Background: an optimization exercise with open tools, aiming at small area, a short achievable clock period and few clock cycles per item. Do not read the settings as production practice.
At most, simulation tests tie the RTL to the original design; equivalence was not proved.
For run 4, only the layout was checked, not whether the RTL still works.
No activity file was given, so power comes from the tool's default toggle rates.

==> flow/design.v <==
package hhs_pkg;
  localparam int unsigned CfgIdxW  = 3;
  localparam int unsigned CfgDataW = 16;
  localparam int unsigned InW      = 38;
  localparam int unsigned OutW     = 12;
  localparam logic [1:0] FAULT_OK       = 2'd0;
  localparam logic [1:0] FAULT_OVER_TMP = 2'd1;
  localparam logic [1:0] FAULT_LOW_TMP  = 2'd2;
  localparam logic [1:0] FAULT_FAN      = 2'd3;
  localparam logic [1:0] ModeCold  = 2'd1;
  localparam logic [1:0] ModePower = 2'd2;
  localparam logic [9:0] TempFanHigh   = 10'd250;
  localparam logic [9:0] TempFanLow    = 10'd70;
  localparam logic [9:0] TempSleepCool = 10'd70;
  localparam logic [9:0] TempFanOff    = 10'd40;
  localparam logic [7:0] SleepDuty     = 8'd50;
  localparam logic [15:0] RstSleepTicks  = 16'd100;
  localparam logic [14:0] RstErrorTicks  = 15'd5;
  localparam logic [9:0]  RstMaxTemp     = 10'd520;
  localparam logic [9:0]  RstMinTemp     = 10'd10;
  localparam logic [7:0]  RstMinAir      = 8'd10;
  localparam logic [8:0]  RstCoolLim     = 9'd120;   
  localparam logic [7:0]  RstMaxAirDuty  = 8'd86;    
  localparam logic [7:0]  RstSleepFanDuty = 8'd58;   
  function automatic logic [7:0] scaled_air(input logic [7:0] level);
    logic [3:0] r;
    logic       b, c;
    logic [1:0] s;
    r = {level[3] ^ level[0], level[2:0]};
    case (r)
      4'd0:    b = level != 8'd0;
      4'd1:    b = level > 8'd25;
      4'd2:    b = level > 8'd50;
      4'd3:    b = level > 8'd75;
      4'd4:    b = level > 8'd100;
      4'd5:    b = level > 8'd125;
      4'd6:    b = level > 8'd150;
      4'd7:    b = level > 8'd175;
      4'd8:    b = level > 8'd200;
      4'd9:    b = level > 8'd225;
      4'd10:   b = level > 8'd250;
      default: b = 1'b0;
    endcase
    c = level[3] & level[0];
    s = {c | !b, !(c ^ !b)};
    scaled_air = {1'b0, level[7:1]} + {4'd0, level[7:4]} + {3'b111, s};
  endfunction
  function automatic logic [6:0] temp_duty(input logic [9:0] temp);
    logic [4:0] h;
    h = 5'bx;
    case (temp[7:0])
      8'd70: h = 5'd7;
      8'd71: h = 5'd7;
      8'd72: h = 5'd8;
      8'd73: h = 5'd7;
      8'd74: h = 5'd8;
      8'd75: h = 5'd7;
      8'd76: h = 5'd8;
      8'd77: h = 5'd8;
      8'd78: h = 5'd8;
      8'd79: h = 5'd8;
      8'd80: h = 5'd8;
      8'd81: h = 5'd8;
      8'd82: h = 5'd9;
      8'd83: h = 5'd8;
      8'd84: h = 5'd9;
      8'd85: h = 5'd8;
      8'd86: h = 5'd9;
      8'd87: h = 5'd9;
      8'd88: h = 5'd9;
      8'd89: h = 5'd9;
      8'd90: h = 5'd9;
      8'd91: h = 5'd9;
      8'd92: h = 5'd10;
      8'd93: h = 5'd9;
      8'd94: h = 5'd10;
      8'd95: h = 5'd9;
      8'd96: h = 5'd10;
      8'd97: h = 5'd10;
      8'd98: h = 5'd10;
      8'd99: h = 5'd10;
      8'd100: h = 5'd10;
      8'd101: h = 5'd10;
      8'd102: h = 5'd11;
      8'd103: h = 5'd10;
      8'd104: h = 5'd11;
      8'd105: h = 5'd10;
      8'd106: h = 5'd11;
      8'd107: h = 5'd11;
      8'd108: h = 5'd11;
      8'd109: h = 5'd11;
      8'd110: h = 5'd11;
      8'd111: h = 5'd11;
      8'd112: h = 5'd12;
      8'd113: h = 5'd11;
      8'd114: h = 5'd12;
      8'd115: h = 5'd11;
      8'd116: h = 5'd12;
      8'd117: h = 5'd12;
      8'd118: h = 5'd12;
      8'd119: h = 5'd12;
      8'd120: h = 5'd12;
      8'd121: h = 5'd12;
      8'd122: h = 5'd13;
      8'd123: h = 5'd12;
      8'd124: h = 5'd13;
      8'd125: h = 5'd12;
      8'd126: h = 5'd13;
      8'd127: h = 5'd13;
      8'd128: h = 5'd13;
      8'd129: h = 5'd13;
      8'd130: h = 5'd13;
      8'd131: h = 5'd13;
      8'd132: h = 5'd14;
      8'd133: h = 5'd13;
      8'd134: h = 5'd14;
      8'd135: h = 5'd13;
      8'd136: h = 5'd14;
      8'd137: h = 5'd14;
      8'd138: h = 5'd14;
      8'd139: h = 5'd14;
      8'd140: h = 5'd14;
      8'd141: h = 5'd14;
      8'd142: h = 5'd15;
      8'd143: h = 5'd14;
      8'd144: h = 5'd15;
      8'd145: h = 5'd14;
      8'd146: h = 5'd15;
      8'd147: h = 5'd15;
      8'd148: h = 5'd15;
      8'd149: h = 5'd15;
      8'd150: h = 5'd15;
      8'd151: h = 5'd15;
      8'd152: h = 5'd16;
      8'd153: h = 5'd15;
      8'd154: h = 5'd16;
      8'd155: h = 5'd15;
      8'd156: h = 5'd16;
      8'd157: h = 5'd16;
      8'd158: h = 5'd16;
      8'd159: h = 5'd16;
      8'd160: h = 5'd16;
      8'd161: h = 5'd16;
      8'd162: h = 5'd17;
      8'd163: h = 5'd16;
      8'd164: h = 5'd17;
      8'd165: h = 5'd16;
      8'd166: h = 5'd17;
      8'd167: h = 5'd17;
      8'd168: h = 5'd17;
      8'd169: h = 5'd17;
      8'd170: h = 5'd17;
      8'd171: h = 5'd17;
      8'd172: h = 5'd18;
      8'd173: h = 5'd17;
      8'd174: h = 5'd18;
      8'd175: h = 5'd17;
      8'd176: h = 5'd18;
      8'd177: h = 5'd18;
      8'd178: h = 5'd18;
      8'd179: h = 5'd18;
      8'd180: h = 5'd18;
      8'd181: h = 5'd18;
      8'd182: h = 5'd19;
      8'd183: h = 5'd18;
      8'd184: h = 5'd19;
      8'd185: h = 5'd18;
      8'd186: h = 5'd19;
      8'd187: h = 5'd19;
      8'd188: h = 5'd19;
      8'd189: h = 5'd19;
      8'd190: h = 5'd19;
      8'd191: h = 5'd19;
      8'd192: h = 5'd20;
      8'd193: h = 5'd19;
      8'd194: h = 5'd20;
      8'd195: h = 5'd19;
      8'd196: h = 5'd20;
      8'd197: h = 5'd20;
      8'd198: h = 5'd20;
      8'd199: h = 5'd20;
      8'd200: h = 5'd20;
      8'd201: h = 5'd20;
      8'd202: h = 5'd21;
      8'd203: h = 5'd20;
      8'd204: h = 5'd21;
      8'd205: h = 5'd20;
      8'd206: h = 5'd21;
      8'd207: h = 5'd21;
      8'd208: h = 5'd21;
      8'd209: h = 5'd21;
      8'd210: h = 5'd21;
      8'd211: h = 5'd21;
      8'd212: h = 5'd22;
      8'd213: h = 5'd21;
      8'd214: h = 5'd22;
      8'd215: h = 5'd21;
      8'd216: h = 5'd22;
      8'd217: h = 5'd22;
      8'd218: h = 5'd22;
      8'd219: h = 5'd22;
      8'd220: h = 5'd22;
      8'd221: h = 5'd22;
      8'd222: h = 5'd23;
      8'd223: h = 5'd22;
      8'd224: h = 5'd23;
      8'd225: h = 5'd22;
      8'd226: h = 5'd23;
      8'd227: h = 5'd23;
      8'd228: h = 5'd23;
      8'd229: h = 5'd23;
      8'd230: h = 5'd23;
      8'd231: h = 5'd23;
      8'd232: h = 5'd24;
      8'd233: h = 5'd23;
      8'd234: h = 5'd24;
      8'd235: h = 5'd23;
      8'd236: h = 5'd24;
      8'd237: h = 5'd24;
      8'd238: h = 5'd24;
      8'd239: h = 5'd24;
      8'd240: h = 5'd24;
      8'd241: h = 5'd24;
      8'd242: h = 5'd25;
      8'd243: h = 5'd24;
      8'd244: h = 5'd25;
      8'd245: h = 5'd24;
      8'd246: h = 5'd25;
      8'd247: h = 5'd25;
      8'd248: h = 5'd25;
      8'd249: h = 5'd25;
      default: h = 5'bx;
    endcase
    temp_duty = temp[7:1] - {2'd0, h};
  endfunction
endpackage
module hhs_cfg_regs (
  input  logic                         clk_i,
  input  logic                         rst_ni,
  input  logic                         we_i,
  input  logic [hhs_pkg::CfgIdxW-1:0]  idx_i,
  input  logic [hhs_pkg::CfgDataW-1:0] data_i,
  input  logic [7:0]                   level_i,
  input  logic [7:0]                   air_duty_i,
  output logic [15:0]                  sleep_ticks_o,
  output logic [14:0]                  error_ticks_o,
  output logic [9:0]                   max_temp_o,
  output logic [9:0]                   min_temp_o,
  output logic [7:0]                   min_air_o,
  output logic [8:0]                   cool_lim_o,
  output logic [7:0]                   max_air_duty_o,
  output logic [7:0]                   sleep_fan_duty_o
);
  logic pend_pto_q, pend_max_air_q, pend_sfl_q;
  always_ff @(posedge clk_i or negedge rst_ni) begin
    if (!rst_ni) begin
      sleep_ticks_o <= hhs_pkg::RstSleepTicks;
      error_ticks_o <= hhs_pkg::RstErrorTicks;
      max_temp_o    <= hhs_pkg::RstMaxTemp;
      min_temp_o    <= hhs_pkg::RstMinTemp;
      min_air_o     <= hhs_pkg::RstMinAir;
    end else if (we_i) begin
      case (idx_i)
        3'd0: sleep_ticks_o <= data_i;
        3'd1: error_ticks_o <= data_i[14:0];
        3'd2: max_temp_o    <= data_i[9:0];
        3'd3: min_temp_o    <= data_i[9:0];
        3'd4: min_air_o     <= data_i[7:0];
        default: ;
      endcase
    end
  end
  always_ff @(posedge clk_i or negedge rst_ni) begin
    if (!rst_ni) begin
      pend_pto_q     <= 1'b0;
      pend_max_air_q <= 1'b0;
      pend_sfl_q     <= 1'b0;
    end else begin
      pend_pto_q     <= we_i && (idx_i == 3'd5);
      pend_max_air_q <= we_i && (idx_i == 3'd6);
      pend_sfl_q     <= we_i && (idx_i == 3'd7);
    end
  end
  always_ff @(posedge clk_i or negedge rst_ni) begin
    if (!rst_ni) begin
      cool_lim_o       <= hhs_pkg::RstCoolLim;
      max_air_duty_o   <= hhs_pkg::RstMaxAirDuty;
      sleep_fan_duty_o <= hhs_pkg::RstSleepFanDuty;
    end else begin
      if (pend_pto_q)     cool_lim_o       <= {1'b0, level_i} + 9'd70;
      if (pend_max_air_q) max_air_duty_o   <= air_duty_i;
      if (pend_sfl_q)     sleep_fan_duty_o <= air_duty_i;
    end
  end
endmodule
module hhs_step (
  input  logic        cold_i,         
  input  logic        docked_i,       
  input  logic        sleep_cool_i,   
  input  logic        air_low_i,
  input  logic        hot_i,
  input  logic        cool_i,
  input  logic        fan_off_i,      
  input  logic [7:0]  duty_sel_i,     
  input  logic [15:0] sleep_ticks_i,
  input  logic [14:0] error_ticks_i,
  input  logic [7:0]  max_air_duty_i,
  input  logic        work_i,
  input  logic [15:0] sleep_cnt_i,
  input  logic [15:0] fault_cnt_i,
  input  logic [1:0]  fault_i,
  input  logic        fan_fault_i,
  input  logic        fan_hold_i,
  input  logic [7:0]  duty_i,
  output logic        work_o,
  output logic [15:0] sleep_cnt_o,
  output logic [15:0] fault_cnt_o,
  output logic [1:0]  fault_o,
  output logic        fan_fault_o,
  output logic        fan_hold_o,
  output logic [7:0]  duty_o,
  output logic        beep_o
);
  logic        sleep_hit, dbl_hit, half_hit;
  logic [15:0] fault_base;
  assign sleep_hit = (sleep_cnt_i != 16'hffff) && (sleep_cnt_i >= sleep_ticks_i);
  assign fault_base = work_i ? fault_cnt_i : 16'd0;
  assign dbl_hit  = work_i ? (fault_cnt_i >= {error_ticks_i, 1'b0})
                           : (error_ticks_i == 15'd0);
  assign half_hit = work_i ? (fault_cnt_i >= {2'b0, error_ticks_i[14:1]})
                           : (error_ticks_i[14:1] == 14'd0);
  always_comb begin
    work_o      = work_i;
    sleep_cnt_o = sleep_cnt_i;
    beep_o      = 1'b0;
    if (!work_i) begin
      if (!docked_i || cold_i) work_o = 1'b1;
    end else if (docked_i && !cold_i && sleep_cool_i) begin
      if (sleep_hit) begin
        work_o      = 1'b0;
        sleep_cnt_o = 16'd0;
        beep_o      = 1'b1;
      end else begin
        sleep_cnt_o = sleep_cnt_i + 16'd1;
      end
    end
    fault_o     = fault_i;
    fault_cnt_o = fault_base;
    if (fault_i == hhs_pkg::FAULT_OK) begin
      if (cold_i) begin
        if (air_low_i) begin
          if (dbl_hit) begin
            fault_o     = hhs_pkg::FAULT_FAN;
            fault_cnt_o = 16'd0;
          end else begin
            fault_cnt_o = fault_base + 16'd1;
          end
        end
      end else if (!docked_i && (hot_i || cool_i || air_low_i)) begin
        if (half_hit && hot_i) begin
          fault_o     = hhs_pkg::FAULT_OVER_TMP;
          fault_cnt_o = 16'd0;
        end else if (dbl_hit && air_low_i) begin
          fault_o     = hhs_pkg::FAULT_FAN;
          fault_cnt_o = 16'd0;
        end else if (dbl_hit && cool_i) begin
          fault_o     = hhs_pkg::FAULT_LOW_TMP;
          fault_cnt_o = 16'd0;
        end else begin
          fault_cnt_o = fault_base + 16'd1;
        end
      end else begin
        fault_cnt_o = 16'd0;
      end
    end else if (docked_i) begin
      fault_o     = hhs_pkg::FAULT_OK;
      fault_cnt_o = 16'd0;
    end
    fan_fault_o = fan_fault_i;
    fan_hold_o  = fan_hold_i;
    duty_o      = duty_i;
    if (!fan_fault_i) begin
      if (fault_o != hhs_pkg::FAULT_OK) begin
        fan_fault_o = 1'b1;
      end else if (work_o) begin
        fan_hold_o = cold_i || !docked_i;
        duty_o     = duty_sel_i;
      end else if (!fan_off_i) begin
        if (!fan_hold_i) duty_o = hhs_pkg::SleepDuty;
      end else if (!fan_hold_i) begin
        fan_hold_o = 1'b1;
        duty_o     = 8'd0;
      end
    end else begin
      duty_o = max_air_duty_i;
      if (fault_o == hhs_pkg::FAULT_OK) fan_fault_o = 1'b0;
    end
  end
endmodule
module heater_handle_supervisor (
  input  logic                         clk_i,
  input  logic                         rst_ni,
  input  logic                         in_valid_i,
  output logic                         in_ready_o,
  input  logic [hhs_pkg::InW-1:0]      in_data_i,
  output logic                         out_valid_o,
  input  logic                         out_ready_i,
  output logic [hhs_pkg::OutW-1:0]     out_data_o,
  input  logic                         cfg_valid_i,
  output logic                         cfg_ready_o,
  input  logic [hhs_pkg::CfgIdxW-1:0]  cfg_index_i,
  input  logic [hhs_pkg::CfgDataW-1:0] cfg_data_i
);
  logic [15:0] sleep_ticks;
  logic [14:0] error_ticks;
  logic [9:0]  max_temp;
  logic [9:0]  min_temp;
  logic [7:0]  min_air;
  logic [8:0]  cool_lim;
  logic [7:0]  max_air_duty;
  logic [7:0]  sleep_fan_duty;
  logic        s0_valid_q;
  logic        s0_docked_q, s0_cold_q, s0_power_q;
  logic [9:0]  s0_temp_q;
  logic [7:0]  s0_air_q;
  logic [7:0]  s0_level_q;
  logic        in_cold;
  logic        s1_valid_q;
  logic        s1_docked_q, s1_cold_q, s1_sleep_cool_q, s1_air_low_q;
  logic        s1_hot_q, s1_cool_q, s1_fan_off_q;
  logic [7:0]  s1_duty_sel_q;
  logic [7:0]  air_duty, duty_sel;
  logic        sleep_cool;
  logic        work_q, work_d;
  logic [15:0] sleep_cnt_q, sleep_cnt_d;
  logic [15:0] fault_cnt_q, fault_cnt_d;
  logic [1:0]  fault_q, fault_d;
  logic        fan_fault_q, fan_fault_d;
  logic        fan_hold_q, fan_hold_d;
  logic [7:0]  duty_q, duty_d;
  logic        beep_q, beep_d;
  logic        res_valid_q;
  logic [hhs_pkg::OutW-1:0] res;
  logic        skid_valid_q;
  logic [hhs_pkg::OutW-1:0] skid_q;
  logic        in_ready_q;
  logic        accept, full2, en0, en1, adv2;
  logic        s0_valid_d, s1_valid_d, res_valid_d, skid_valid_d;
  assign cfg_ready_o = 1'b1;
  assign full2  = res_valid_q && skid_valid_q;
  assign adv2   = s1_valid_q && !full2;
  assign en1    = !s1_valid_q || !full2;
  assign en0    = !s0_valid_q || en1;
  assign accept = in_valid_i && in_ready_q;
  assign s0_valid_d   = en0 ? accept : s0_valid_q;
  assign s1_valid_d   = en1 ? s0_valid_q : s1_valid_q;
  assign res_valid_d  = adv2 || (res_valid_q && !(!skid_valid_q && out_ready_i));
  assign skid_valid_d = skid_valid_q ? !out_ready_i : (res_valid_q && adv2 && !out_ready_i);
  always_ff @(posedge clk_i or negedge rst_ni) begin
    if (!rst_ni) begin
      s0_valid_q   <= 1'b0;
      s1_valid_q   <= 1'b0;
      res_valid_q  <= 1'b0;
      skid_valid_q <= 1'b0;
      in_ready_q   <= 1'b1;
    end else begin
      s0_valid_q   <= s0_valid_d;
      s1_valid_q   <= s1_valid_d;
      res_valid_q  <= res_valid_d;
      skid_valid_q <= skid_valid_d;
      in_ready_q   <= !(s0_valid_d && s1_valid_d && res_valid_d && skid_valid_d);
    end
  end
  assign in_ready_o = in_ready_q;
  assign in_cold = (in_data_i[35:34] == hhs_pkg::ModeCold);
  always_ff @(posedge clk_i) begin
    if (en0) begin
      s0_docked_q <= !in_data_i[37] && in_data_i[36];
      s0_cold_q   <= in_cold;
      s0_power_q  <= (in_data_i[35:34] == hhs_pkg::ModePower);
      s0_temp_q   <= in_data_i[33:24];
      s0_air_q    <= in_data_i[23:16];
    end
    if (cfg_valid_i) begin
      s0_level_q  <= cfg_data_i[7:0];
    end else if (en0) begin
      s0_level_q  <= in_cold ? in_data_i[7:0] : in_data_i[15:8];
    end
  end
  assign air_duty = hhs_pkg::scaled_air(s0_level_q);
  always_comb begin
    if (s0_cold_q || !s0_docked_q) begin
      duty_sel = air_duty;
    end else if (s0_temp_q >= hhs_pkg::TempFanHigh) begin
      duty_sel = sleep_fan_duty;
    end else if (s0_temp_q >= hhs_pkg::TempFanLow) begin
      duty_sel = {1'b0, hhs_pkg::temp_duty(s0_temp_q)};
    end else begin
      duty_sel = 8'd0;
    end
  end
  assign sleep_cool = s0_power_q ? ({1'b0, s0_temp_q} <= {2'b0, cool_lim})
                                 : (s0_temp_q <= hhs_pkg::TempSleepCool);
  always_ff @(posedge clk_i) begin
    if (en1) begin
      s1_docked_q     <= s0_docked_q;
      s1_cold_q       <= s0_cold_q;
      s1_sleep_cool_q <= sleep_cool;
      s1_air_low_q    <= s0_air_q < min_air;
      s1_hot_q        <= s0_temp_q >= max_temp;
      s1_cool_q       <= s0_temp_q <= min_temp;
      s1_fan_off_q    <= s0_temp_q < hhs_pkg::TempFanOff;
      s1_duty_sel_q   <= duty_sel;
    end
  end
  hhs_cfg_regs u_cfg (
    .clk_i            (clk_i),
    .rst_ni           (rst_ni),
    .we_i             (cfg_valid_i),
    .idx_i            (cfg_index_i),
    .data_i           (cfg_data_i),
    .level_i          (s0_level_q),
    .air_duty_i       (air_duty),
    .sleep_ticks_o    (sleep_ticks),
    .error_ticks_o    (error_ticks),
    .max_temp_o       (max_temp),
    .min_temp_o       (min_temp),
    .min_air_o        (min_air),
    .cool_lim_o       (cool_lim),
    .max_air_duty_o   (max_air_duty),
    .sleep_fan_duty_o (sleep_fan_duty)
  );
  hhs_step u_step (
    .cold_i         (s1_cold_q),
    .docked_i       (s1_docked_q),
    .sleep_cool_i   (s1_sleep_cool_q),
    .air_low_i      (s1_air_low_q),
    .hot_i          (s1_hot_q),
    .cool_i         (s1_cool_q),
    .fan_off_i      (s1_fan_off_q),
    .duty_sel_i     (s1_duty_sel_q),
    .sleep_ticks_i  (sleep_ticks),
    .error_ticks_i  (error_ticks),
    .max_air_duty_i (max_air_duty),
    .work_i         (work_q),
    .sleep_cnt_i    (sleep_cnt_q),
    .fault_cnt_i    (fault_cnt_q),
    .fault_i        (fault_q),
    .fan_fault_i    (fan_fault_q),
    .fan_hold_i     (fan_hold_q),
    .duty_i         (duty_q),
    .work_o         (work_d),
    .sleep_cnt_o    (sleep_cnt_d),
    .fault_cnt_o    (fault_cnt_d),
    .fault_o        (fault_d),
    .fan_fault_o    (fan_fault_d),
    .fan_hold_o     (fan_hold_d),
    .duty_o         (duty_d),
    .beep_o         (beep_d)
  );
  always_ff @(posedge clk_i or negedge rst_ni) begin
    if (!rst_ni) begin
      work_q      <= 1'b0;
      sleep_cnt_q <= 16'd0;
      fault_cnt_q <= 16'd0;
      fault_q     <= hhs_pkg::FAULT_OK;
      fan_fault_q <= 1'b0;
      fan_hold_q  <= 1'b0;
      duty_q      <= 8'd0;
      beep_q      <= 1'b0;
    end else if (adv2) begin
      work_q      <= work_d;
      sleep_cnt_q <= sleep_cnt_d;
      fault_cnt_q <= fault_cnt_d;
      fault_q     <= fault_d;
      fan_fault_q <= fan_fault_d;
      fan_hold_q  <= fan_hold_d;
      duty_q      <= duty_d;
      beep_q      <= beep_d;
    end
  end
  assign res = {work_q, fault_q, duty_q, beep_q};
  always_ff @(posedge clk_i) begin
    if (!skid_valid_q) skid_q <= res;
  end
  assign out_valid_o = res_valid_q || skid_valid_q;
  assign out_data_o  = skid_valid_q ? skid_q : res;
endmodule
==> flow/run.sh <==
#!/bin/bash
# synth_recipe.tcl (not shown) runs the flow's synth.tcl, then flattens the netlist and writes it again
# the make line also repeats each setting of config.mk as NAME=value (left out here)
make -C /OpenROAD-flow-scripts/flow DESIGN_CONFIG=/design/flow/config.mk WORK_HOME=/design/flow/orfs CLKGATE_MAP_FILE= SYNTH_SCRIPT=/design/flow/synth_recipe.tcl finish
==> flow/config.mk <==
export PLATFORM = sky130hd
export DESIGN_NAME = heater_handle_supervisor
export DESIGN_NICKNAME = heater_handle_supervisor
export VERILOG_FILES = /design/flow/design.v
export SDC_FILE = /design/flow/constraint.sdc
export NUM_CORES = 4
export LEC_CHECK = 0
export CAP_MARGIN = 20
export CORE_MARGIN = 2
export CORE_UTILIZATION = 40
export SETUP_SLACK_MARGIN = 4.5
export SLEW_MARGIN = 20
==> flow/constraint.sdc <==
create_clock -name core_clock -period 9.0 [get_ports {clk_i}]
set_input_delay 1.8000 -clock core_clock [delete_from_list [all_inputs] [get_ports {clk_i}]]
set_output_delay 1.8000 -clock core_clock [all_outputs]
set_load 0.01 [all_outputs]
==> results of run 1 <==
[cell usage in the layout, fill, tap and decap left out, types with 6 or more instances in the layout]
cell type        Yosys  final
a32o_1               9      9
and4_1               6      6
a21oi_1             60     59
xnor2_1             15     15
dfstp_2             24     24
dfrtp_1            114    114
dfxtp_1             17     17
nand2b_1            14     14
nand4_1             17     17
nand2_1            125    125
nor4_1               6      6
a22oi_1              7      7
mux2i_1             16     16
clkdlybuf4s50_1      0     74
inv_1               97     97
mux2_2              45     45
nor2b_1             16     15
o211ai_1             6      6
xor2_1              12     12
clkbuf_16            0     17
o21ai_0            114    114
o21a_1               6      6
mux2_4               8      8
ha_1               103    103
and2_1               6      6
a22o_1               7      7
nand3_1             26     26
nor3_1              20     17
buf_4                2     15
a21o_1              26     26
nor2_1              61     61
and3_1              18     18
edfxtp_1            44     44
[worst max-delay path, delay by kind of cell, from the launching register on]
kind            cells  cell delay [ns]
compound gates      8             1.17
fa+ha+maj           5             1.50
buf+inv             3             0.31
flops               1             0.51
simple gates        4             0.39
[cells in the mapped netlist, drive strengths merged (3+ instances only)]
cell type and count:
a211o 3, a211oi 4, a21o 26, a21oi 60, a22o 7, a22oi 7, a2bb2oi 4, a311oi 4
a31o 3, a31oi 4, a32o 9, a41oi 3, and2 7, and3 18, and4 6, buf 9
clkbuf 32, dfrtp 114, dfstp 24, dfxtp 17, edfxtp 44, fa 4, ha 103, inv 97
mux2 53, mux2i 17, nand2 125, nand2b 14, nand3 26, nand4 17, nor2 61, nor2b 16
nor3 20, nor3b 6, nor4 9, o2111ai 4, o211ai 6, o21a 6, o21ai 119, o21bai 3
o22ai 5, o31ai 5, or2 3, xnor2 15, xor2 12
[kinds of logic (layout without fill, tap and decap cells)]
group	count (synthesis)	in the layout	synth area share
mux	70	70	0.0697
xor+xnor	27	27	0.0204
compound gates	299	299	0.165
other cells	1	1	0.000323
buf+inv	139	220	0.0460
simple gates	332	332	0.138
flops	199	199	0.443
fa+ha+maj	107	107	0.118
[routing by layer]
layer	up-vias	global-route usage	part of all wire
li1	4351	-	-
met1	4237	0.256	0.49
met2	165	0.310	0.47
met3	24	0.0304	0.032
met4	0	0.0382	0.010
met5	-	0	0
[area by class of cell]
cell class                      count  area [µm²]
Clock inverter                     15         160
Tap cell                          384         480
Clock buffer                       17         425
Sequential cell                   199        5140
Inverter                           98         368
Multi-Input combinational cell    836        5960
Fill cell                        2631       15200
Timing Repair Buffer               90         865
[timing repair]
action,CTS,global route
gates resized for setup,0,1
endpoints found under the setup margin,0,5
buffers inserted,0,10
[stage by stage]
step / std cells / hold WS, ns / power, W
finish: 1639 / 0.476 / 0.00296
floorplan: 1174 / 0.418 / 0.00192
global placement: 1597 / 0.459 / 0.00219
global route: 1639 / 0.480 / 0.00316
CTS: 1629 / 0.472 / 0.00298
detailed placement: 1597 / 0.464 / 0.00221
[state kept, by name, indices dropped and copies added (netlist names), 2 cells and up, named ones only]
name	count
sleep_cnt_q	16
u_cfg.cool_lim_o	9
s0_temp_q	10
fault_cnt_q	16
skid_q	12
s1_duty_sel_q	8
u_cfg.error_ticks_o	15
u_cfg.max_temp_o	10
u_cfg.sleep_fan_duty_o	8
s0_level_q	8
fault_q	2
duty_q	8
u_cfg.min_temp_o	10
s0_air_q	8
u_cfg.min_air_o	8
u_cfg.max_air_duty_o	8
u_cfg.sleep_ticks_o	16
[how the worst max path moves through the flow]
stage                                               end  depth (start not counted)  slack [ns]                     from
global route                 s1_duty_sel_q[7]$_DFFE_PN_                         19        4.54  s0_level_q[5]$_DFFE_PP_
global placement             s1_duty_sel_q[7]$_DFFE_PN_                         20        4.81  s0_level_q[2]$_DFFE_PP_
finish                       s1_duty_sel_q[7]$_DFFE_PN_                         20        4.82  s0_level_q[5]$_DFFE_PP_
floorplan           u_cfg.max_air_duty_o[7]$_DFFE_PN0P_                         20        4.96  s0_level_q[2]$_DFFE_PP_
detailed placement           s1_duty_sel_q[7]$_DFFE_PN_                         20        4.73  s0_level_q[2]$_DFFE_PP_
CTS                          s1_duty_sel_q[7]$_DFFE_PN_                         20        4.72  s0_level_q[5]$_DFFE_PP_
[power by group through the flow]
| stage | clock network [W] | logic [W] | registers [W] |
|---|---|---|---|
| after detailed placement | 0 | 0.000889 | 0.00132 |
| final | 0.000763 | 0.000899 | 0.00130 |
| after CTS | 0.000783 | 0.000895 | 0.00130 |
| after floorplan | 0 | 0.000663 | 0.00125 |
| after global routing | 0.000816 | 0.00102 | 0.00133 |
| after global placement | 0 | 0.000872 | 0.00131 |
==> metrics.cfg, run 1 <==
[yosys]
async_flop_share=0.693
yosysTopAreaCell=dfrtp_1
ys_types=75
avgSynthCellArea_um2=9.89
synth_top_area_share=0.246
yosys-top-cells-area=dfrtp_1 (25%), edfxtp_1 (11%), ha_1 (11%)
yosysWarnings=3
synth_edf_count=44
ys_seq_area_frac=0.443
syn_nets=1343
synth_cells=1174
syn_area_mm2=0.0116
ys.flop_type=dfrtp_1
ys_seq_elements=199

[pwr]
sequentialPowerShare=0.438
swShare=0.334
power_switching_w=0.000989
p_int_w=0.00197
clockPowerShare=0.258
p_leak_nw=5.87
power_per_cell_area_mw_per_mm2=221
ir_drop_uv=135
pwr-share-comb=0.304

[global_routing]
grt_overflow=0
antenna_found_initial=0
grt_pass1_wl_um=45300
grt_use_total=0.186
grt_pass1_vias=8585
grt_max_degree=76

[worst_hold_path]
hold_start=s0_cold_q$_DFFE_PN_
whs_endpoint=s1_cold_q$_DFFE_PN_
min_path_type=flop to flop
hold_depth=0

[route]
viasPerCell=5.36
detail_route.first_pass.iterations=5
drtAntennaViolNets=0
num_vias=8777
wirelength_um=27200
drt_iter0_drc=619
drc=0
wl_per_cell_um=16.6

[placement]
dpl_cell_area_mm2=0.0127
pre_cts_ws_ns=4.73
gp_congestion=0.882
dp_hpwl_um=20000
place.port_buffers=75

[floorplan]
die_y_um=174
initial_core_util=0.406
fp.coreArea_mm2=0.0286
dieWidth_um=174
dieArea_mm2=0.0304
rows=62
io_pins=77

[final_layout]
synthToLayoutAreaGrowth_pct=15.4
drive_gt1_frac=0.116
diodes=0
finish.instance_area_mm2=0.0134
final_core_util=0.468
layout.nets=1411

[timing]
max_slew_margin=0.355
finalWorstSetupSlack_ns=4.82
rsz0062_at_grt=false
layout_worst_path_cycle_share=0.464
final.setup_skew_ns=0.0128
setup-violations-final=0
final_hold_viol_count=0
setup_total_negative_slack_ns=0
period_minus_slack_ns=4.18
worstMarginPinSlew_ns=0.964
max_freq_mhz=239
finalMaxSlewViolations=0

[clocking]
root_buffer=clkbuf_16
cts_sinks=199
numCtsBuffers=17
tritoncts=built
clkTransAtPathRegs_ns=0.08
cts.path.max_buffers=2
insertion_delay_ns=0.44
h-tree-depth=4
ctsHoldBuffers=0

[critical_path]
reg2reg_depth=20
crit_chain=inv_1, ha_1, and4_1, a311oi_1, o21ai_0, o21ai_0, a32oi_1, o22ai_1, ha_1, inv_1, fa_1, ha_1, fa_1, a21o_1, a21oi_2, nor2b_1, nor2_1, nor2_1, inv_1, o21ai_0
rr_startpoint=s0_level_q[5]$_DFFE_PP_
slowest_stage=edfxtp_1
critPathKind=flop to flop
arrival_ns=4.33
endpoint_kind=flop
reg2reg_to=s1_duty_sel_q[7]$_DFFE_PN_
start_kind=flop
max_stage_delay_ns=0.51
required_ns=9.15
rrSetupSlack_ns=4.82
path_max_fanout=8

[run_status]
status=timing/DRC/antenna clean

[flow_run]
maxCapViolCount=0

Testbench counts, summed over its fixed seeds: cycles 16,024, items 16,000.
==> inputs of run 2 (changes only) <==
--- a/flow/config.mk
+++ b/flow/config.mk
@@ -8,5 +8,5 @@
 export CAP_MARGIN = 20
 export CORE_MARGIN = 2
 export CORE_UTILIZATION = 40
-export SETUP_SLACK_MARGIN = 4.5
+export SETUP_SLACK_MARGIN = 5
 export SLEW_MARGIN = 20
==> metrics.cfg, run 2 <==
[global_routing]
antenna_found_initial=0  ; unchanged
grt_use_total=0.186  ; about the same
grt_pass1_vias=8516  ; was 8585
grt_overflow=0  ; unchanged
grt_max_degree=85  ; was 76
grt_pass1_wl_um=45000  ; was 45300 µm

[critical_path]
arrival_ns=4.01  ; was 4.33 ns
startpoint=s0_level_q[6]$_DFFE_PP_  ; was s0_level_q[5]$_DFFE_PP_
crit_end=s1_duty_sel_q[7]$_DFFE_PN_  ; unchanged
reg2reg_to=s1_duty_sel_q[7]$_DFFE_PN_  ; unchanged
critPathKind=flop to flop  ; unchanged
start_kind=flop  ; unchanged
reg2reg_depth=19  ; was 20
path_max_fanout=4  ; was 8
rr_startpoint=s0_level_q[6]$_DFFE_PP_  ; was s0_level_q[5]$_DFFE_PP_
rrSetupSlack_ns=5.15  ; was 4.82 ns
required_ns=9.16  ; was 9.15 ns
endpoint_kind=flop  ; unchanged

[pwr]
p_leak_nw=5.90  ; was 5.87 nW
power_per_cell_area_mw_per_mm2=220  ; was 221 mW/mm²
ir_drop_uv=135  ; about the same

[yosys]
yosys-top-cells-area=dfrtp_1 (25%), edfxtp_1 (11%), ha_1 (11%)  ; unchanged
yosys.area_share.simple=0.138  ; unchanged
synth_top_family_by_area=compound AO/OA/AOI/OAI gates  ; unchanged
syn_area_mm2=0.0116  ; unchanged
yosysTopAreaCell=dfrtp_1  ; unchanged
ys.flop_type=dfrtp_1  ; unchanged
avgSynthCellArea_um2=9.89  ; unchanged
synth_cells=1174  ; unchanged
yosysMostFrequentCell=nand2_1  ; unchanged
synth_fa_ha_area_frac=0.118  ; unchanged
ys_types=75  ; unchanged
yosysWarnings=3  ; unchanged
ys_seq_elements=199  ; unchanged
synth_top_area_share=0.246  ; unchanged
synth_compound_area_frac=0.165  ; unchanged
synth_edf_count=44  ; unchanged
synth_mux_area_frac=0.0697  ; unchanged
ys_seq_area_frac=0.443  ; unchanged
synth_xor_xnor_area_share=0.0204  ; unchanged
async_flop_share=0.693  ; unchanged
syn_nets=1343  ; unchanged
synth_common_cells=nand2_1 (125), dfrtp_1 (114), o21ai_0 (114), ha_1 (103), inv_1 (97)  ; unchanged

[route]
drtAntennaViolNets=0  ; unchanged
detail_route.first_pass.iterations=5  ; unchanged
num_vias=8788  ; was 8777
wl_per_cell_um=16.8  ; was 16.6 µm
viasPerCell=5.34  ; was 5.36
drt_iter0_drc=574  ; was 619
drc=0  ; unchanged
wirelength_um=27700  ; was 27200 µm

[timing]
layout_worst_path_cycle_share=0.428  ; was 0.464
period_minus_slack_ns=3.85  ; was 4.18 ns
max_freq_mhz=259  ; was 239 MHz
worstMarginPinSlew_ns=0.980  ; was 0.964 ns
setup_total_negative_slack_ns=0  ; unchanged
whs_ns=0.477  ; was 0.476 ns
finalWorstSetupSlack_ns=5.15  ; was 4.82 ns
final.setup_skew_ns=0.0113  ; was 0.0128 ns
max_slew_margin=0.346  ; was 0.355
finalMaxSlewViolations=0  ; unchanged
rsz0062_at_grt=true  ; was false
setup-violations-final=0  ; unchanged
final_hold_viol_count=0  ; unchanged

[final_layout]
drive_gt1_frac=0.132  ; was 0.116
diodes=0  ; unchanged
layout.nets=1418  ; was 1411
final_core_util=0.472  ; was 0.468
mostFrequentLayoutCells=nand2_1 (125), dfrtp_1 (113), o21ai_0 (112), ha_1 (100), inv_1 (95)  ; was nand2_1 (125), o21ai_0 (114), dfrtp_1 (114), ha_1 (103), inv_1 (97)
synthToLayoutAreaGrowth_pct=16.3  ; was 15.4%
final_common_cell=nand2_1  ; unchanged
reg_top3=fault_cnt_q x16, sleep_cnt_q x16, u_cfg.sleep_ticks_o x16  ; unchanged

[flow_run]
maxCapViolCount=0  ; unchanged

[clocking]
root_buffer=clkbuf_16  ; unchanged
cts_sinks=199  ; unchanged
tritoncts=built  ; unchanged
clkTransAtPathRegs_ns=0.08  ; about the same
numCtsBuffers=17  ; unchanged
h-tree-depth=4  ; unchanged
insertion_delay_ns=0.44  ; about the same
cts.path.max_buffers=2  ; unchanged
ctsHoldBuffers=0  ; unchanged

[placement]
dp_hpwl_um=20200  ; was 20000 µm
gp_congestion=0.856  ; was 0.882
place.port_buffers=75  ; unchanged
pre_cts_ws_ns=4.71  ; was 4.73 ns

[floorplan]
initial_core_util=0.406  ; unchanged
fp.coreArea_mm2=0.0286  ; unchanged
dieWidth_um=174  ; unchanged
io_pins=77  ; unchanged
rows=62  ; unchanged
dieArea_mm2=0.0304  ; unchanged
die_y_um=174  ; unchanged

[worst_hold_path]
hold_start=skid_q[4]$_DFF_P_  ; was s0_cold_q$_DFFE_PN_
min_path_type=flop to flop  ; unchanged

[run_status]
status=timing/DRC/antenna clean  ; unchanged

==> run 2: cell counts after synthesis <==
No cell type changed its count.
==> run 2: through the flow <==
stage               instance area, µm²  std cells  power, W
finish                           13500       1646   0.00297
global route                     13500       1646   0.00317
floorplan                        11600       1174   0.00192
detailed placement               12700       1597   0.00221
CTS                              13400       1639   0.00299
global placement                 12700       1597   0.00218
==> run 2: kinds of logic after synthesis <==
kind of cell,after synthesis
AOI/OAI and AO/OA,299
xor gates and xnor gates,27
adders and majority gates,107
buffers and inverters,139
DFF,199
muxes,70
other,1
and+or+nand+nor,332
==> run 2: layout make-up <==
cell class,instances,area (µm²)
clock inverter,13,129
multi-input combinational,836,6010
tap,384,480
clock buffer,19,443
fill,2701,15100
inverter,98,374
timing repair buffer,97,925
sequential,199,5150
==> run 2: worst min path at each step <==
stage	to	slack (ns)	cells past startpoint
floorplan	s1_docked_q$_DFFE_PN_	0.42	0
global placement	skid_q[7]$_DFF_P_	0.46	1
detailed placement	skid_q[4]$_DFF_P_	0.46	1
CTS	skid_q[4]$_DFF_P_	0.48	1
global route	skid_q[7]$_DFF_P_	0.50	1
finish	skid_q[4]$_DFF_P_	0.48	1
==> run 2: report_power, final <==
| group | switching (W) | internal, W |
|---|---|---|
| sequential | 0.000136 | 0.00116 |
| combinational | 0.000469 | 0.000449 |
| clock | 0.000383 | 0.000378 |
==> run 2: critical path, stage by stage (launching register included) <==
cell,delay (ns)
edfxtp_1,0.52
ha_4,0.23
a311oi_2,0.24
a21oi_1,0.08
nor3_1,0.14
o21ai_1,0.10
o31a_1,0.28
o22ai_2,0.12
ha_2,0.18
inv_1,0.05
fa_2,0.41
ha_2,0.21
fa_2,0.35
a21o_1,0.19
a21oi_2,0.15
nor2b_1,0.06
nor2_1,0.09
nor2_1,0.07
inv_1,0.05
o21ai_0,0.06
==> run 2: timing repair <==
item | in CTS | in global routing
cloned | 0 | 0
gates resized for setup | 4 | 18
pin swaps | 0 | 8
endpoints found under the hold margin | 0 | 0
setup buffers | 10 | 7
endpoints found under the setup margin | 11 | 9
==> run 2: routing by layer <==
metal,share of wire,vias up,global-route usage
li1,-,4364,-
met1,0.47,4199,0.248
met2,0.48,186,0.312
met3,0.034,39,0.0278
met4,0.022,0,0.0560
met5,0,-,0
==> inputs of run 3 (changes only) <==
==> flow/flow/run.sh (new file) <==
#!/bin/bash
# Layout: the standard flow (standard.sh, which runs the standard synthesis
# unchanged) with two settings changed: the ports are buffered with
# sky130_fd_sc_hd__buf_1 (buffer_ports' own pick is a delay buffer), and the
# timing repair aims for 6 ns of setup slack at the design's clock period.
# The make output goes to standard_flow.log; ORFS's logs stay under orfs/logs.
set -euo pipefail
bash standard.sh SETUP_SLACK_MARGIN=6 "BUFFER_PORTS_ARGS=-buffer_cell sky130_fd_sc_hd__buf_1" finish > standard_flow.log 2>&1
==> flow/standard.sh (new file) <==
#!/bin/bash
# synth_recipe.tcl (not shown) runs the flow's synth.tcl, then flattens the netlist and writes it again
# the make line also repeats each setting of config.mk as NAME=value (left out here)
make -C /OpenROAD-flow-scripts/flow DESIGN_CONFIG=/design/flow/config.mk WORK_HOME=/design/flow/orfs CLKGATE_MAP_FILE= SYNTH_SCRIPT=/design/flow/synth_recipe.tcl "${@:-finish}"
--- a/flow/config.mk
+++ b/flow/config.mk
@@ -8,5 +8,4 @@
 export CAP_MARGIN = 20
 export CORE_MARGIN = 2
 export CORE_UTILIZATION = 40
-export SETUP_SLACK_MARGIN = 5
 export SLEW_MARGIN = 20
removed: flow/run.sh
==> metrics.cfg, run 3 <==
[clocking]
insertion_delay_ns=0.44  ; about the same
ctsHoldBuffers=0  ; unchanged
clkTransAtPathRegs_ns=0.07  ; was 0.08 ns
root_buffer=clkbuf_16  ; unchanged
numCtsBuffers=17  ; unchanged
h-tree-depth=4  ; unchanged
tritoncts=built  ; unchanged
cts_sinks=199  ; unchanged
cts.path.max_buffers=2  ; unchanged

[route]
viasPerCell=5.36  ; was 5.34
wirelength_um=28700  ; was 27700 µm
drtAntennaViolNets=0  ; unchanged
detail_route.first_pass.iterations=5  ; unchanged
wl_per_cell_um=17.1  ; was 16.8 µm
num_vias=8974  ; was 8788
drc=0  ; unchanged
met1_length_um=13500  ; was 13000 µm
drt_iter0_drc=622  ; was 574
top_layer=met4  ; unchanged
wl_met3_um=992  ; was 936 µm
wl_met2_um=13600  ; was 13200 µm

[run_status]
status=timing/DRC/antenna clean  ; unchanged

[floorplan]
io_pins=77  ; unchanged
fp.coreArea_mm2=0.0286  ; unchanged
initial_core_util=0.406  ; unchanged
die_y_um=174  ; unchanged
dieWidth_um=174  ; unchanged
rows=62  ; unchanged
dieArea_mm2=0.0304  ; unchanged

[yosys]
syn_area_mm2=0.0116  ; unchanged
synth_top_area_share=0.246  ; unchanged
synth_fa_ha_area_frac=0.118  ; unchanged
async_flop_share=0.693  ; unchanged
ys_seq_elements=199  ; unchanged
syn_nets=1343  ; unchanged
synth_cells=1174  ; unchanged
synth_xor_xnor_area_share=0.0204  ; unchanged
ys_seq_area_frac=0.443  ; unchanged
yosysTopAreaCell=dfrtp_1  ; unchanged
yosysMostFrequentCell=nand2_1  ; unchanged
synth_edf_count=44  ; unchanged
synth_mux_area_frac=0.0697  ; unchanged
avgSynthCellArea_um2=9.89  ; unchanged
synth_compound_area_frac=0.165  ; unchanged
yosys.area_share.simple=0.138  ; unchanged
yosysWarnings=3  ; unchanged
yosys-top-cells-area=dfrtp_1 (25%), edfxtp_1 (11%), ha_1 (11%)  ; unchanged
ys.flop_type=dfrtp_1  ; unchanged
ys_types=75  ; unchanged
synth_common_cells=nand2_1 (125), dfrtp_1 (114), o21ai_0 (114), ha_1 (103), inv_1 (97)  ; unchanged
synth_top_family_by_area=compound AO/OA/AOI/OAI gates  ; unchanged

[critical_path]
crit_chain=buf_6, inv_2, ha_1, and4_1, a311oi_1, o21ai_0, o21ai_0, a32oi_1, o22ai_2, ha_4, inv_2, fa_2, ha_4, fa_2, a21o_1, a21oi_2, buf_4, xnor2_4, nor2_2, a21oi_1  ; was ha_4, a311oi_2, a21oi_1, nor3_1, o21ai_1, o31a_1, o22ai_2, ha_2, inv_1, fa_2, ha_2, fa_2, a21o_1, a21oi_2, nor2b_1, nor2_1, nor2_1, inv_1, o21ai_0
cp_num_buf_inv=4  ; was 2
max_stage_delay_ns=0.51  ; was 0.52 ns
path_max_fanout=3  ; was 4
arrival_ns=4.07  ; was 4.01 ns
crit_family=adder cells  ; unchanged
start_kind=flop  ; unchanged
endpoint_kind=flop  ; unchanged
required_ns=9.14  ; was 9.16 ns
critPathKind=flop to flop  ; unchanged
slowest_stage=edfxtp_1  ; unchanged

[final_layout]
layout.nets=1446  ; was 1418
reg_top3=fault_cnt_q x16, sleep_cnt_q x16, u_cfg.sleep_ticks_o x16  ; unchanged
synthToLayoutAreaGrowth_pct=17.6  ; was 16.3%
diodes=0  ; unchanged
drive_gt1_frac=0.190  ; was 0.132
final_common_cell=nand2_1  ; unchanged
mostFrequentLayoutCells=nand2_1 (123), dfrtp_1 (111), o21ai_0 (105), ha_1 (96), inv_1 (88)  ; was nand2_1 (125), dfrtp_1 (113), o21ai_0 (112), ha_1 (100), inv_1 (95)
num-fill-cells=2659  ; was 2701
final_core_util=0.477  ; was 0.472

[placement]
place.port_buffers=75  ; unchanged
gp_congestion=0.864  ; was 0.856
dp_hpwl_um=20200  ; about the same

[global_routing]
grt_pass1_vias=8676  ; was 8516
grt_max_degree=56  ; was 85
grt_pass1_wl_um=46500  ; was 45000 µm
antenna_found_initial=0  ; unchanged
grt_overflow=0  ; unchanged
grt_use_total=0.193  ; was 0.186

[timing]
setup-violations-final=0  ; unchanged
whs_ns=0.450  ; was 0.477 ns
setup_total_negative_slack_ns=0  ; unchanged
worstMarginPinSlew_ns=1.03  ; was 0.980 ns
max_slew_margin=0.312  ; was 0.346
final.setup_skew_ns=0.0130  ; was 0.0113 ns
layout_worst_path_cycle_share=0.437  ; was 0.428
rsz0062_at_grt=true  ; unchanged
finalMaxSlewViolations=0  ; unchanged
final_hold_viol_count=0  ; unchanged
max_freq_mhz=254  ; was 259 MHz
period_minus_slack_ns=3.93  ; was 3.85 ns

[flow_run]
maxCapViolCount=0  ; unchanged

[worst_hold_path]
min_path_type=flop to flop  ; unchanged

[pwr]
p_leak_nw=5.97  ; was 5.90 nW
ir_drop_uv=142  ; was 135 µV
power_per_cell_area_mw_per_mm2=224  ; was 220 mW/mm²

==> run 3: changes by cell type in the layout (fill, tap and decap cells not counted), sizes merged <==
| cell | before | now |
|---|---|---|
| clkinv | 4 | 3 |
| clkbuf | 19 | 29 |
| buf | 23 | 116 |
| clkinvlp | 0 | 2 |
| inv | 107 | 105 |
| clkdlybuf4s50 | 74 | 0 |
==> run 3: worst min-delay path, stage by stage, from the launching register on <==
cell and delay, ns:
dfxtp_1 0.31, nand2_1 0.06, o21ai_2 0.05
==> run 3: worst paths after layout <==
check / from / end / slack, ns / cells after the start
min in group asynchronous: rst_ni / u_cfg.sleep_ticks_o[10]$_DFFE_PN0P_ / 1.41 / 1
max in group asynchronous: rst_ni / u_cfg.cool_lim_o[6]$_DFFE_PN1P_ / 6.31 / 3
hold / removal: skid_q[0]$_DFF_P_ / skid_q[0]$_DFF_P_ / 0.45 / 2
hold reg to reg: skid_q[0]$_DFF_P_ / skid_q[0]$_DFF_P_ / 0.45 / 2
setup reg to reg: s0_level_q[5]$_DFFE_PP_ / s1_duty_sel_q[5]$_DFFE_PN_ / 5.07 / 20
setup / recovery: s0_level_q[5]$_DFFE_PP_ / s1_duty_sel_q[5]$_DFFE_PN_ / 5.07 / 20
==> run 3: routing by layer <==
metal,GRT usage,vias to the layer above
li1,-,4431
met1,0.262,4310
met2,0.319,199
met3,0.0322,34
met4,0.0497,0
met5,0,-
==> run 3: repair_timing <==
action	in CTS	in global routing
setup endpoints to repair	125	82
setup buffers	23	20
gates resized for setup	39	66
gates cloned	0	0
pin swaps	5	20
==> run 3: stage by stage <==
step	worst slack, ns	instance area, µm²	power [W]	cells
final	5.07	13700	0.00306	1674
after global routing	4.90	13700	0.00326	1674
after CTS	5.18	13300	0.00301	1654
after detailed placement	4.93	12300	0.00218	1599
after global placement	4.96	12300	0.00216	1599
after floorplan	5.34	11700	0.00193	1174
==> run 3: final cells by class <==
cell class / instances / area (µm²) / share of cell area
Clock inverter: 12 / 108 / 0.00788
Multi-Input combinational cell: 836 / 6300 / 0.461
Inverter: 98 / 372 / 0.0272
Sequential cell: 199 / 5150 / 0.377
Clock buffer: 20 / 457 / 0.0335
Timing Repair Buffer: 125 / 787 / 0.0577
Tap cell: 384 / 480 / 0.0352
==> run 3: power by group <==
part	switching [W]	internal [W]
Sequential	0.000135	0.00116
Combinational	0.000516	0.000497
Clock	0.000371	0.000380
Total	0.00102	0.00204
==> run 3: cells by family (layout without fill, tap and decap cells) <==
family	after synthesis	count (layout)
compound gates	299	299
xor+xnor	27	27
fa+ha+maj	107	107
buf+inv	139	255
flops	199	199
mux	70	70
other cells	1	1
simple gates	332	332
==> inputs of run 4 (changes only) <==
--- a/flow/design.v
+++ b/flow/design.v
@@ -22,10 +22,9 @@
   localparam logic [8:0]  RstCoolLim     = 9'd120;   
   localparam logic [7:0]  RstMaxAirDuty  = 8'd86;    
   localparam logic [7:0]  RstSleepFanDuty = 8'd58;   
-  function automatic logic [7:0] scaled_air(input logic [7:0] level);
+  function automatic logic [4:0] air_step(input logic [7:0] level);
     logic [3:0] r;
     logic       b, c;
-    logic [1:0] s;
     r = {level[3] ^ level[0], level[2:0]};
     case (r)
       4'd0:    b = level != 8'd0;
@@ -42,8 +41,13 @@
       default: b = 1'b0;
     endcase
     c = level[3] & level[0];
-    s = {c | !b, !(c ^ !b)};
-    scaled_air = {1'b0, level[7:1]} + {4'd0, level[7:4]} + {3'b111, s};
+    air_step = {3'b111, c | !b, !(c ^ !b)};
+  endfunction
+  function automatic logic [7:0] air_sum(input logic [7:0] level, input logic [4:0] step);
+    air_sum = {1'b0, level[7:1]} + {4'd0, level[7:4]} + {3'd0, step};
+  endfunction
+  function automatic logic [7:0] scaled_air(input logic [7:0] level);
+    scaled_air = air_sum(level, air_step(level));
   endfunction
   function automatic logic [6:0] temp_duty(input logic [9:0] temp);
     logic [4:0] h;
@@ -424,7 +428,9 @@
   logic [9:0]  s0_temp_q;
   logic [7:0]  s0_air_q;
   logic [7:0]  s0_level_q;
+  logic [1:0]  s0_air_step_q;
   logic        in_cold;
+  logic [4:0]  cold_step, hot_step, cfg_step;
   logic        s1_valid_q;
   logic        s1_docked_q, s1_cold_q, s1_sleep_cool_q, s1_air_low_q;
   logic        s1_hot_q, s1_cool_q, s1_fan_off_q;
@@ -441,38 +447,45 @@
   logic        beep_q, beep_d;
   logic        res_valid_q;
   logic [hhs_pkg::OutW-1:0] res;
-  logic        skid_valid_q;
-  logic [hhs_pkg::OutW-1:0] skid_q;
+  logic        old_valid_q;
+  logic        out_valid_q;
+  logic [hhs_pkg::OutW-1:0] out_q;
+  logic [hhs_pkg::OutW-1:0] res_d;
   logic        in_ready_q;
   logic        accept, full2, en0, en1, adv2;
-  logic        s0_valid_d, s1_valid_d, res_valid_d, skid_valid_d;
+  logic        s0_valid_d, s1_valid_d, res_valid_d, old_valid_d;
   assign cfg_ready_o = 1'b1;
-  assign full2  = res_valid_q && skid_valid_q;
+  assign full2  = res_valid_q && old_valid_q;
   assign adv2   = s1_valid_q && !full2;
   assign en1    = !s1_valid_q || !full2;
   assign en0    = !s0_valid_q || en1;
   assign accept = in_valid_i && in_ready_q;
   assign s0_valid_d   = en0 ? accept : s0_valid_q;
   assign s1_valid_d   = en1 ? s0_valid_q : s1_valid_q;
-  assign res_valid_d  = adv2 || (res_valid_q && !(!skid_valid_q && out_ready_i));
-  assign skid_valid_d = skid_valid_q ? !out_ready_i : (res_valid_q && adv2 && !out_ready_i);
+  assign res_valid_d  = adv2 || (res_valid_q && !(!old_valid_q && out_ready_i));
+  assign old_valid_d  = old_valid_q ? !out_ready_i : (res_valid_q && adv2 && !out_ready_i);
   always_ff @(posedge clk_i or negedge rst_ni) begin
     if (!rst_ni) begin
       s0_valid_q   <= 1'b0;
       s1_valid_q   <= 1'b0;
       res_valid_q  <= 1'b0;
-      skid_valid_q <= 1'b0;
+      old_valid_q  <= 1'b0;
+      out_valid_q  <= 1'b0;
       in_ready_q   <= 1'b1;
     end else begin
       s0_valid_q   <= s0_valid_d;
       s1_valid_q   <= s1_valid_d;
       res_valid_q  <= res_valid_d;
-      skid_valid_q <= skid_valid_d;
-      in_ready_q   <= !(s0_valid_d && s1_valid_d && res_valid_d && skid_valid_d);
+      old_valid_q  <= old_valid_d;
+      out_valid_q  <= res_valid_d || old_valid_d;
+      in_ready_q   <= !(s0_valid_d && s1_valid_d && res_valid_d && old_valid_d);
     end
   end
   assign in_ready_o = in_ready_q;
-  assign in_cold = (in_data_i[35:34] == hhs_pkg::ModeCold);
+  assign in_cold   = (in_data_i[35:34] == hhs_pkg::ModeCold);
+  assign cold_step = hhs_pkg::air_step(in_data_i[7:0]);
+  assign hot_step  = hhs_pkg::air_step(in_data_i[15:8]);
+  assign cfg_step  = hhs_pkg::air_step(cfg_data_i[7:0]);
   always_ff @(posedge clk_i) begin
     if (en0) begin
       s0_docked_q <= !in_data_i[37] && in_data_i[36];
@@ -482,12 +495,14 @@
       s0_air_q    <= in_data_i[23:16];
     end
     if (cfg_valid_i) begin
-      s0_level_q  <= cfg_data_i[7:0];
+      s0_level_q    <= cfg_data_i[7:0];
+      s0_air_step_q <= cfg_step[1:0];
     end else if (en0) begin
-      s0_level_q  <= in_cold ? in_data_i[7:0] : in_data_i[15:8];
+      s0_level_q    <= in_cold ? in_data_i[7:0] : in_data_i[15:8];
+      s0_air_step_q <= in_cold ? cold_step[1:0] : hot_step[1:0];
     end
   end
-  assign air_duty = hhs_pkg::scaled_air(s0_level_q);
+  assign air_duty = hhs_pkg::air_sum(s0_level_q, {3'b111, s0_air_step_q});
   always_comb begin
     if (s0_cold_q || !s0_docked_q) begin
       duty_sel = air_duty;
@@ -579,10 +594,11 @@
       beep_q      <= beep_d;
     end
   end
-  assign res = {work_q, fault_q, duty_q, beep_q};
+  assign res   = {work_q, fault_q, duty_q, beep_q};
+  assign res_d = adv2 ? {work_d, fault_d, duty_d, beep_d} : res;
   always_ff @(posedge clk_i) begin
-    if (!skid_valid_q) skid_q <= res;
+    if (!old_valid_d) out_q <= res_d;
   end
-  assign out_valid_o = res_valid_q || skid_valid_q;
-  assign out_data_o  = skid_valid_q ? skid_q : res;
+  assign out_valid_o = out_valid_q;
+  assign out_data_o  = out_q;
 endmodule
==> metrics.cfg, run 4 <==
[placement]
place.port_buffers=75  ; unchanged
dpl_cell_area_mm2=0.0129  ; was 0.0123 mm²
gp_congestion=0.854  ; was 0.864
dp_hpwl_um=21300  ; was 20200 µm
pre_cts_ws_ns=4.79  ; was 4.93 ns

[yosys]
yosys-top-cells-area=dfrtp_1 (24%), edfxtp_1 (14%), ha_1 (11%)  ; was dfrtp_1 (25%), edfxtp_1 (11%), ha_1 (11%)
syn_nets=1455  ; was 1343
yosysMostFrequentCell=nand2_1  ; unchanged
synth_edf_count=58  ; was 44
ys_seq_elements=202  ; was 199
ys_types=75  ; unchanged
synth_cells=1286  ; was 1174
avgSynthCellArea_um2=9.45  ; was 9.89 µm²
synth_common_cells=nand2_1 (159), o21ai_0 (131), inv_1 (124), dfrtp_1 (115), ha_1 (103)  ; was nand2_1 (125), dfrtp_1 (114), o21ai_0 (114), ha_1 (103), inv_1 (97)
yosysTopAreaCell=dfrtp_1  ; unchanged
ys.flop_type=dfrtp_1  ; unchanged
async_flop_share=0.688  ; was 0.693
yosysWarnings=3  ; unchanged
syn_area_mm2=0.0122  ; was 0.0116 mm²
ys_seq_area_frac=0.440  ; was 0.443
synth_top_area_share=0.237  ; was 0.246

[critical_path]
reg2reg_depth=10  ; was 20
path_max_fanout=7  ; was 3
endpoint_kind=flop  ; unchanged
cpMostUsedCell=nor2_1
required_ns=9.37  ; was 9.14 ns
crit_family=compound AO/OA/AOI/OAI gates  ; was adder cells
rr_startpoint=fault_cnt_q[15]$_DFFE_PN0P_  ; was s0_level_q[5]$_DFFE_PP_
start_kind=primary input  ; was flop
slowest_stage=ha_4  ; was edfxtp_1
max_stage_delay_ns=0.24  ; was 0.51 ns
critPathKind=primary input to flop  ; was flop to flop
arrival_ns=3.59  ; was 4.07 ns
crit_chain=buf_6, ha_4, o22ai_2, o211ai_1, o211a_1, nor2_1, nor2_1, o22a_1, a21oi_2, ha_1, mux2i_1, nor2_1, a21oi_1  ; was buf_6, inv_2, ha_1, and4_1, a311oi_1, o21ai_0, o21ai_0, a32oi_1, o22ai_2, ha_4, inv_2, fa_2, ha_4, fa_2, a21o_1, a21oi_2, buf_4, xnor2_4, nor2_2, a21oi_1
cp_num_buf_inv=1  ; was 4
rrSetupSlack_ns=6.01  ; was 5.07 ns
reg2reg_to=out_q[2]$_DFFE_PN_  ; was s1_duty_sel_q[5]$_DFFE_PN_

[final_layout]
synthToLayoutAreaGrowth_pct=17.6  ; about the same
layout.nets=1547  ; was 1446
reg_top3=fault_cnt_q x16, sleep_cnt_q x16, u_cfg.sleep_ticks_o x16  ; unchanged
finish.instance_area_mm2=0.0143  ; was 0.0137 mm²
mostFrequentLayoutCells=nand2_1 (158), o21ai_0 (127), inv_1 (122), dfrtp_1 (106), ha_1 (96)  ; was nand2_1 (123), dfrtp_1 (111), o21ai_0 (105), ha_1 (96), inv_1 (88)
final-seq-area_mm2=0.00536  ; was 0.00515 mm²
drive_gt1_frac=0.156  ; was 0.190
diodes=0  ; unchanged
num-fill-cells=2846  ; was 2659
multi_input_area_mm2=0.00655  ; was 0.00630 mm²
final_common_cell=nand2_1  ; unchanged

[pwr]
power_per_cell_area_mw_per_mm2=236  ; was 224 mW/mm²
ir_drop_uv=129  ; was 142 µV
p_leak_nw=6.04  ; was 5.97 nW

[clocking]
clkTransAtPathRegs_ns=0.06  ; was 0.07 ns
tritoncts=built  ; unchanged
insertion_delay_ns=0.53  ; was 0.44 ns
h-tree-depth=1  ; was 4
root_buffer=clkbuf_16  ; unchanged
cts_sinks=202  ; was 199
cts.path.max_buffers=3  ; was 2
numCtsBuffers=24  ; was 17

[floorplan]
rows=63  ; was 62
fp.coreArea_mm2=0.0298  ; was 0.0286 mm²
initial_core_util=0.408  ; was 0.406
io_pins=77  ; unchanged
die_y_um=178  ; was 174 µm
dieWidth_um=178  ; was 174 µm
dieArea_mm2=0.0318  ; was 0.0304 mm²

[route]
num_vias=9573  ; was 8974
wirelength_um=29500  ; was 28700 µm
wl_per_cell_um=16.5  ; was 17.1 µm
drtAntennaViolNets=0  ; unchanged
drt_iter0_drc=715  ; was 622
drc=0  ; unchanged
detail_route.first_pass.iterations=5  ; unchanged
viasPerCell=5.36  ; about the same

[timing]
rsz0062_at_grt=true  ; unchanged
setup_total_negative_slack_ns=0  ; unchanged
final_hold_viol_count=0  ; unchanged
max_slew_margin=0.391  ; was 0.312
layout_worst_path_cycle_share=0.358  ; was 0.437
finalWorstSetupSlack_ns=5.78  ; was 5.07 ns
final.setup_skew_ns=0.0194  ; was 0.0130 ns
max_freq_mhz=311  ; was 254 MHz
finalMaxSlewViolations=0  ; unchanged
worstMarginPinSlew_ns=0.912  ; was 1.03 ns
setup-violations-final=0  ; unchanged
period_minus_slack_ns=3.22  ; was 3.93 ns

[run_status]
status=timing/DRC/antenna clean  ; unchanged

[global_routing]
grt_max_degree=62  ; was 56
grt_overflow=0  ; unchanged
grt_use_total=0.188  ; was 0.193
antenna_found_initial=0  ; unchanged
grt_pass1_vias=9311  ; was 8676
grt_pass1_wl_um=48300  ; was 46500 µm

[flow_run]
maxCapViolCount=0  ; unchanged

[worst_hold_path]
hold_start=s0_cold_q$_DFFE_PN_  ; was skid_q[0]$_DFF_P_
min_path_type=flop to flop  ; unchanged
hold_depth=0  ; was 2
whs_endpoint=s1_cold_q$_DFFE_PN_  ; was skid_q[0]$_DFF_P_

[run 4: through the flow]
stage / utilization / total power, W / hold WS [ns] / instances
2_1_floorplan: - / 0.00199 / 0.417 / 1286
3_3_place_gp: 0.432 / 0.00225 / 0.432 / 1715
3_5_place_dp: 0.432 / 0.00227 / 0.447 / 1715
4_1_cts: 0.466 / 0.00332 / 0.462 / 1765
5_1_grt: 0.480 / 0.00360 / 0.477 / 1786
6_report: 0.480 / 0.00337 / 0.456 / 1786
[run 4: worst max-delay path by stage]
| stage | endpoint | startpoint | depth (start not counted) | slack, ns |
|---|---|---|---|---|
| 6_report | s0_air_step_q[0]$_DFFE_PP_ | in_data_i[3] | 13 | 5.78 |
| 5_1_grt | s0_air_step_q[0]$_DFFE_PP_ | in_data_i[3] | 13 | 5.70 |
| 4_1_cts | s0_air_step_q[0]$_DFFE_PP_ | in_data_i[3] | 11 | 5.82 |
| 3_5_place_dp | s0_air_step_q[0]$_DFFE_PP_ | cfg_data_i[3] | 11 | 4.79 |
| 3_3_place_gp | s0_air_step_q[0]$_DFFE_PP_ | cfg_data_i[3] | 11 | 4.88 |
| 2_1_floorplan | s0_air_step_q[0]$_DFFE_PP_ | in_data_i[4] | 12 | 5.49 |
[run 4: area by class of cell]
type | count | share of cell area
Sequential cell | 202 | 0.375
Clock buffer | 27 | 0.0428
Inverter | 124 | 0.0326
Multi-Input combinational cell | 915 | 0.458
Clock inverter | 17 | 0.0124
Tap cell | 390 | 0.0341
Timing Repair Buffer | 111 | 0.0445
[run 4: logic make-up after synthesis]
logic type                 after synthesis  share of synthesized area
buffers and inverters                  169                     0.0528
other                                    1                   0.000309
and+or+nand+nor                        379                      0.144
adders and majority gates              107                      0.113
xor gates and xnor gates                25                     0.0180
AOI/OAI and AO/OA                      340                      0.178
muxes                                   63                     0.0546
DFF                                    202                      0.440
[run 4: what timing repair did]
item | CTS | global route
pin swaps | 14 | 17
buffers inserted | 6 | 20
endpoints found under the hold margin | 0 | 0
gates resized for setup | 51 | 59
endpoints found under the setup margin | 37 | 44
hold buffers | 0 | 0
cloned | 0 | 1
[run 4: power by group]
part	internal, W	switching [W]	leakage [nW]
combinational	0.000439	0.000610	3.31
sequential	0.00121	0.000149	2.34
clock	0.000577	0.000388	0.387
total	0.00223	0.00115	6.04
[run 4: worst register-to-register path, cell delays in order (launching register included)]
cell and delay [ns]:
dfrtp_2 0.46, ha_4 0.30, nand4_1 0.19, a2111oi_4 0.29, o221ai_2 0.19, a311o_1 0.45, a211oi_4 0.27, buf_4 0.18
a211oi_4 0.05, nor3_1 0.26, a211oi_2 0.08
[run 4: routing by layer]
metal / share of wire / track usage
met2: 0.46 / 0.307
met5: 0 / 0
met3: 0.045 / 0.0256
met1: 0.47 / 0.261
met4: 0.024 / 0.0545

## afterwards: timing with drivers on the ports
Ports are ideal in the flow. The routed layouts listed here were re-timed in OpenROAD.
Step 1, drivers: a clkbuf_16 drives clk_i and a buf_2 each remaining input, both assumed.
Step 2 also shifts input and output timing later by t, the mid clock arrival at the registers, as if the neighbouring blocks saw the same clock.
Three values: ideal, step 1, step 2; two values: the first two.
| run | shift t [ns] | setup slack, ns | hold slack, ns | worst data-port slew with drivers (ns) | pins driven straight from the clock port |
|---|---|---|---|---|---|
| run 1 | 0.484 | 4.821 / 4.821 / 4.805 | 0.476 / 0.476 / 0.476 | 0.04 | 1 |
| run 2 | 0.486 | 5.146 / 5.146 / 4.766 | 0.477 / 0.477 / 0.477 | 0.04 | 1 |
| run 3 | 0.481 | 5.070 / 5.070 / 5.070 | 0.450 / 0.450 / 0.450 | 0.04 | 1 |
| run 4 | 0.561 | 5.781 / 5.796 / 5.235 | 0.456 / 0.456 / 0.456 | 0.05 | 1 |
After both steps setup and hold are still met in every run listed. The setup slack of run 4, which loses most, moves by +0.015 ns with the drivers and by -0.546 ns with both steps.
